Source: an optimization exercise on an open RTL-to-GDS flow (aim: small area and a short achievable clock period). Production flows keep margins and buffers that such runs may drop.
Only simulation tests tie the RTL to the original design; equivalence was not proved.
No activity file was given, so power comes from the tool's default toggle rates.

==> flow/design.v <==
module ets_sweep_controller #(
  parameter int RESULT_WIDTH  = 32,
  parameter int DEPTH         = 64,
  parameter int STEP_WIDTH    = 16,
  parameter int SETTLE_CYCLES = 16
) (
  input  logic                    clk,
  input  logic                    reset_n,
  input  logic                    start,
  input  logic                    abort,
  input  logic [STEP_WIDTH-1:0]   step_count,
  output logic                    sampler_request_run,
  input  logic                    sampler_running,
  input  logic                    sampler_result_ready,
  input  logic [RESULT_WIDTH-1:0] sampler_result,
  output logic                    phase_step,
  input  logic                    phase_step_ack,
  output logic                    busy,
  output logic                    done,
  output logic [STEP_WIDTH-1:0]   position,
  input  logic                    rd_en,
  output logic                    rd_valid,
  output logic [RESULT_WIDTH-1:0] rd_data,
  output logic [$clog2(DEPTH):0]  level
);
  localparam int AW = $clog2(DEPTH);
  localparam int CW = $clog2(SETTLE_CYCLES + 1);
  localparam logic [AW:0]         PTR_ONE    = 1;
  localparam logic [STEP_WIDTH-1:0] STEP_ONE = 1;
  localparam logic [CW-1:0]       SET_ONE    = 1;
  localparam logic [CW-1:0]       SET_LOAD   = CW'(SETTLE_CYCLES);
  typedef enum logic [2:0] {
    IDLE, CHECK, REQUEST, WAIT_RESULT, STEP, WAIT_ACK, SETTLE, DRAIN
  } state_t;
  state_t                  state, state_n;
  logic [STEP_WIDTH-1:0]   count_q, count_n, pos_n;
  logic [CW-1:0]           settle_q, settle_n;
  logic                    done_n, push, pop, flush, full;
  logic [AW:0]             wr_ptr, rd_ptr;
  logic [RESULT_WIDTH-1:0] mem [DEPTH];
  assign level    = wr_ptr - rd_ptr;
  assign full     = level[AW];
  assign rd_valid = (level != '0);
  assign rd_data  = mem[rd_ptr[AW-1:0]];
  assign pop      = rd_en && rd_valid;
  always_comb begin
    state_n  = state;
    count_n  = count_q;
    pos_n    = position;
    settle_n = settle_q;
    done_n   = 1'b0;
    push     = 1'b0;
    flush    = 1'b0;
    if (abort && state != IDLE && state != DRAIN) begin
      if ((state == REQUEST && sampler_running) ||
          (state == WAIT_RESULT && !sampler_result_ready)) begin
        state_n = DRAIN;
      end else begin
        state_n = IDLE;
        done_n  = 1'b1;
      end
    end else begin
      case (state)
        IDLE: if (start) begin
          count_n = step_count;
          pos_n   = '0;
          flush   = 1'b1;
          if (step_count == '0) done_n = 1'b1;
          else                  state_n = CHECK;
        end
        CHECK:   if (!full) state_n = REQUEST;
        REQUEST: if (sampler_running) state_n = WAIT_RESULT;
        WAIT_RESULT: if (sampler_result_ready) begin
          push = 1'b1;
          if (position == count_q - STEP_ONE) begin
            state_n = IDLE;
            done_n  = 1'b1;
          end else begin
            state_n = STEP;
            pos_n   = position + STEP_ONE;
          end
        end
        STEP: state_n = WAIT_ACK;
        WAIT_ACK: if (phase_step_ack) begin
          state_n  = SETTLE;
          settle_n = SET_LOAD;
        end
        SETTLE: begin
          settle_n = settle_q - SET_ONE;
          if (settle_q == SET_ONE) state_n = CHECK;
        end
        DRAIN: if (sampler_result_ready) begin
          state_n = IDLE;
          done_n  = 1'b1;
        end
        default: state_n = IDLE;
      endcase
    end
  end
  always_ff @(posedge clk or negedge reset_n) begin
    if (!reset_n) begin
      state               <= IDLE;
      count_q             <= '0;
      position            <= '0;
      settle_q            <= '0;
      sampler_request_run <= 1'b0;
      phase_step          <= 1'b0;
      busy                <= 1'b0;
      done                <= 1'b0;
    end else begin
      state               <= state_n;
      count_q             <= count_n;
      position            <= pos_n;
      settle_q            <= settle_n;
      sampler_request_run <= (state_n == REQUEST);
      phase_step          <= (state_n == STEP);
      busy                <= (state_n != IDLE);
      done                <= done_n;
    end
  end
  always_ff @(posedge clk or negedge reset_n) begin
    if (!reset_n) begin
      wr_ptr <= '0;
      rd_ptr <= '0;
    end else if (flush) begin
      wr_ptr <= '0;
      rd_ptr <= '0;
    end else begin
      if (push) wr_ptr <= wr_ptr + PTR_ONE;
      if (pop)  rd_ptr <= rd_ptr + PTR_ONE;
    end
  end
  always_ff @(posedge clk) begin
    if (push) mem[wr_ptr[AW-1:0]] <= sampler_result;
  end
endmodule
==> flow/run.sh <==
#!/bin/bash
# synth_recipe.tcl (not shown) runs the flow's synth.tcl, then flattens the netlist and writes it again
# the make line also repeats each setting of config.mk as NAME=value (left out here)
make -C /OpenROAD-flow-scripts/flow DESIGN_CONFIG=/design/flow/config.mk WORK_HOME=/design/flow/orfs CLKGATE_MAP_FILE= SYNTH_SCRIPT=/design/flow/synth_recipe.tcl finish
==> flow/config.mk <==
export PLATFORM = sky130hd
export DESIGN_NAME = ets_sweep_controller
export DESIGN_NICKNAME = ets_sweep_controller
export VERILOG_FILES = /design/flow/design.v
export SDC_FILE = /design/flow/constraint.sdc
export NUM_CORES = 4
export LEC_CHECK = 0
export CAP_MARGIN = 20
export CORE_MARGIN = 2
export CORE_UTILIZATION = 40
export SLEW_MARGIN = 20
==> flow/constraint.sdc <==
create_clock -name core_clock -period 5.5 [get_ports {clk}]
set_input_delay 1.1000 -clock core_clock [delete_from_list [all_inputs] [get_ports {clk}]]
set_output_delay 1.1000 -clock core_clock [all_outputs]
set_load 0.01 [all_outputs]
==> flow_summary_export.csv <==
group,metric,value,unit
setup_path,critical-path-top-delay-family,"multiplexers",
setup_path,critical_path.cell_chain,"buf_12 > mux4_2 > mux4_2 > mux4_2 > clkdlybuf4s50_1",
clock_network,ctsHoldBuffers,0,
final_layout,area_growth,15.7,%
setup_path,critPathRequiredTime,4.40,ns
routing,route.vias.total,39100,
worst_hold_path,hold_class,"input port to asynchronous set/reset pin",
final_layout,fin_area,94400,µm²
grt,grt_antenna_before_repair,11,
clock_network,tritoncts_clock_tree,"done",
routing,totalWireLength,224000,µm
grt,grt_pass1_wl,311000,µm
floorplan,coreArea,202000,µm²
clock_network,cts_buffers,205,
logic_synthesis,synth_enable_flop_cells,2048,
timing,fin_crit_sh,0.989,
routing,antenna_violating_nets_post_route,0,
clock_network,ctsLongestPathBuffers,3,
logic_synthesis,ys_warn_count,1,
timing,worstMarginPinSlew,1.07,ns
timing,hold_viol,0,
place,placed_area,87800,µm²
clock_network,cts_htree_levels,4,
logic_synthesis,synth_ff_type,"sky130_fd_sc_hd__edfxtp_1",
setup_path,crit_path_top_delay_cell,"sky130_fd_sc_hd__dfrtp_4",
setup_path,critical_path.n_buffers_inverters,2,
logic_synthesis,synth_area,81600,µm²
floorplan,die-area,208000,µm²
logic_synthesis,synth_top_area_cell,"sky130_fd_sc_hd__edfxtp_1",
logic_synthesis,mappedNetlistNets,3508,
floorplan,placementRows,165,
timing,maxSlewViolCount,0,
floorplan,floorplan.die.width,456,µm
logic_synthesis,syn_area_per_cell,23.7,µm²
grt,grt_max_degree,68,
floorplan,io_pins,116,
final_layout,final_core_utilization,0.466,
timing,grt_setup_unrepaired,"false",
pwr,power_density,435,nW/µm²
timing,final_critical_path_setup_slack,0.0598,ns
timing,hold-worst-slack,0.459,ns
timing,fmax,0.184,GHz
flow_run,cap_violations,0,
clock_network,cts.clk_slew.worst_paths,0.07,ns
pwr,power.total,41.0,mW
floorplan,initial_core_util,0.403,
timing,final_period_minus_worst_setup_slack,5.44,ns
logic_synthesis,async_flop_share,0.0275,
setup_path,startpoint_type,"flop",
routing,post_drt_via_cell_ratio,5.91,
place,worst_setup_slack_before_clock_tree_synthesis,0.734,ns
setup_path,criticalPathCategory,"flop to primary output",
timing,timing.clock.skew,0.0313,ns
logic_synthesis,post-synth-top-count-cell,"sky130_fd_sc_hd__edfxtp_1",
grt,grt.overflow.total,0,
logic_synthesis,synth_seq_area_share,0.772,
logic_synthesis,yosysUniqueCellTypes,62,
floorplan,floorplan.die.height,456,µm
grt,via_count_of_the_first_global_routing_pass,38700,
setup_path,critical_path.endpoint_type,"primary output",
outcome,run_status,"no timing/DRC/antenna violations",
clock_network,cts.sinks,2106,
logic_synthesis,synth.top_cells.by_count,"sky130_fd_sc_hd__edfxtp_1, sky130_fd_sc_hd__mux4_2, sky130_fd_sc_hd__clkbuf_1",
logic_synthesis,post_synth_inst_count,3439,
clock_network,cts_root_buf,"sky130_fd_sc_hd__clkbuf_16",
logic_synthesis,ys_seq_elements,2106,
place,gp_congestion,0.813,
final_layout,final-instance-count-excl-fill,6621,
place,numPlacedInstances,6230,
setup_path,cp_max_fo,64,
place,port_buffers,115,
routing,routed_wire_length_per_instance,33.8,µm
logic_synthesis,synth_top_area_frac,0.754,
logic_synthesis,dominant_cells_by_area_after_synthesis,"sky130_fd_sc_hd__edfxtp_1, sky130_fd_sc_hd__mux4_2, sky130_fd_sc_hd__dfrtp_1",
timing,worst_slew_margin,0.284,
final_layout,fin_nets,3841,
timing,final.setup.tns,0,ns
routing,drcViolationCount,0,
pwr,worst_ir_drop_vdd,0.253,mV
setup_path,cp.arrival,4.34,ns
clock_network,clk_latency,0.85,ns
place,dp.final_hpwl,123000,µm
setup_path,crit_path_max_incr_delay,0.86,ns
setup_path,critPathMostFrequentCell,"sky130_fd_sc_hd__mux4_2",
pwr,cellLeakagePower,29.0,nW
routing,pre_repair_dr_iteration_count,8,
grt,grt.total_usage,0.214,
routing,detail_route.iter0.violations,4769,
timing,setup_viol,0,
final_layout,fraction_of_layout_cells_with_a_size_suffix_above_1,0.320,
==> cell families after synthesis <==
| kind of cell | share of synthesized area |
|---|---|
| XOR/XNOR | 0.00258 |
| adder cells (fa/ha/maj) | 0.00209 |
| AND/OR/NAND/NOR | 0.0193 |
| multiplexers | 0.187 |
| AO/OA/AOI/OAI | 0.00724 |
| flip-flops | 0.772 |
| buffers and inverters | 0.0100 |
==> timing repair <==
| item | in CTS | in global routing |
|---|---|---|
| endpoints found under the setup margin | 21 | 0 |
| resized for setup | 2 | 0 |
| buffers inserted | 6 | 0 |
==> cell type report <==
type / instances / area, µm²
multi-input cells: 1125 / 18300
well taps: 2672 / 3340
inverters: 23 / 95.1
diodes: 3 / 7.51
flip-flops and latches: 2106 / 63000
clock inverters: 109 / 953
clock buffers: 272 / 5500
fillers: 16500 / 108000
repair buffers: 311 / 3230
==> path summary, 6_finish.rpt <==
kind                              from          end  slack, ns  depth (start not counted)
max                          rd_ptr[1]  rd_data[18]       0.06                          5
min                            reset_n  count_q[12]       0.46                          2
max reg2reg                  wr_ptr[0]    rd_ptr[0]       2.11                         10
min reg2reg                count_q[15]  count_q[15]       0.50                          2
max in group asynchronous      reset_n    rd_ptr[0]       4.39                          2
min in group core_clock    count_q[15]  count_q[15]       0.50                          2
==> power by group <==
part	total, mW	switching [mW]	internal (mW)
registers	18.0	0.244	17.7
logic	9.51	4.54	4.96
clock network	13.6	5.92	7.63
total	41.0	10.7	30.3
==> layer usage <==
layer,global-route usage,part of all wire
met1,0.291,0.40
met2,0.355,0.50
met3,0.0384,0.074
met4,0.0643,0.030
met5,0,0
==> placed cells by master, fill, tap and decap left out, types with 12 or more instances in the layout <==
| master | Yosys | layout |
|---|---|---|
| sky130_fd_sc_hd__clkbuf_16 | 0 | 208 |
| sky130_fd_sc_hd__inv_1 | 22 | 21 |
| sky130_fd_sc_hd__buf_12 | 0 | 60 |
| sky130_fd_sc_hd__edfxtp_1 | 2048 | 2048 |
| sky130_fd_sc_hd__clkdlybuf4s50_1 | 0 | 82 |
| sky130_fd_sc_hd__nand3_1 | 25 | 25 |
| sky130_fd_sc_hd__buf_2 | 10 | 26 |
| sky130_fd_sc_hd__ha_1 | 12 | 12 |
| sky130_fd_sc_hd__nor2_4 | 0 | 64 |
| sky130_fd_sc_hd__dfrtp_1 | 58 | 54 |
| sky130_fd_sc_hd__xor2_1 | 14 | 14 |
| sky130_fd_sc_hd__or3_1 | 15 | 15 |
| sky130_fd_sc_hd__buf_4 | 2 | 141 |
| sky130_fd_sc_hd__clkbuf_1 | 121 | 59 |
| sky130_fd_sc_hd__clkinv_2 | 0 | 30 |
| sky130_fd_sc_hd__o21ai_0 | 20 | 20 |
| sky130_fd_sc_hd__a21oi_1 | 21 | 21 |
| sky130_fd_sc_hd__clkinv_1 | 0 | 46 |
| sky130_fd_sc_hd__nand2_1 | 86 | 86 |
| sky130_fd_sc_hd__nor3_1 | 18 | 18 |
| sky130_fd_sc_hd__bufinv_16 | 0 | 13 |
| sky130_fd_sc_hd__nor2_1 | 84 | 20 |
| sky130_fd_sc_hd__mux4_2 | 672 | 672 |
==> state kept, by name (all words and copies together), names as in the netlist <==
| name | cells |
|---|---|
| rd_ptr | 7 |
| settle_q | 5 |
| position | 16 |
| count_q | 16 |
| wr_ptr | 7 |
| busy | 1 |
| mem | 2048 |
| phase_step | 1 |
| done | 1 |
| state | 3 |
| sampler_request_run | 1 |

==> static timing again, ports no longer ideal <==
Ports are ideal in the flow. The routed layout listed here was re-timed in OpenROAD.
Step 1, drivers: a clkbuf_16 drives clk and a buf_2 each remaining input, both assumed.
Step 2 also shifts input and output timing later by t, the mid clock arrival at the registers, as if the neighbouring blocks saw the same clock.
Three values: ideal, step 1, step 2; two values: the first two.
shift t [ns]: 0.923
slack for setup (ns): 0.060 / -0.029 / 0.894
worst setup path after step 2: register to output
After both steps setup and hold are still met in this run. The setup slack of this run moves by -0.089 ns with the drivers and by +0.834 ns with both steps.
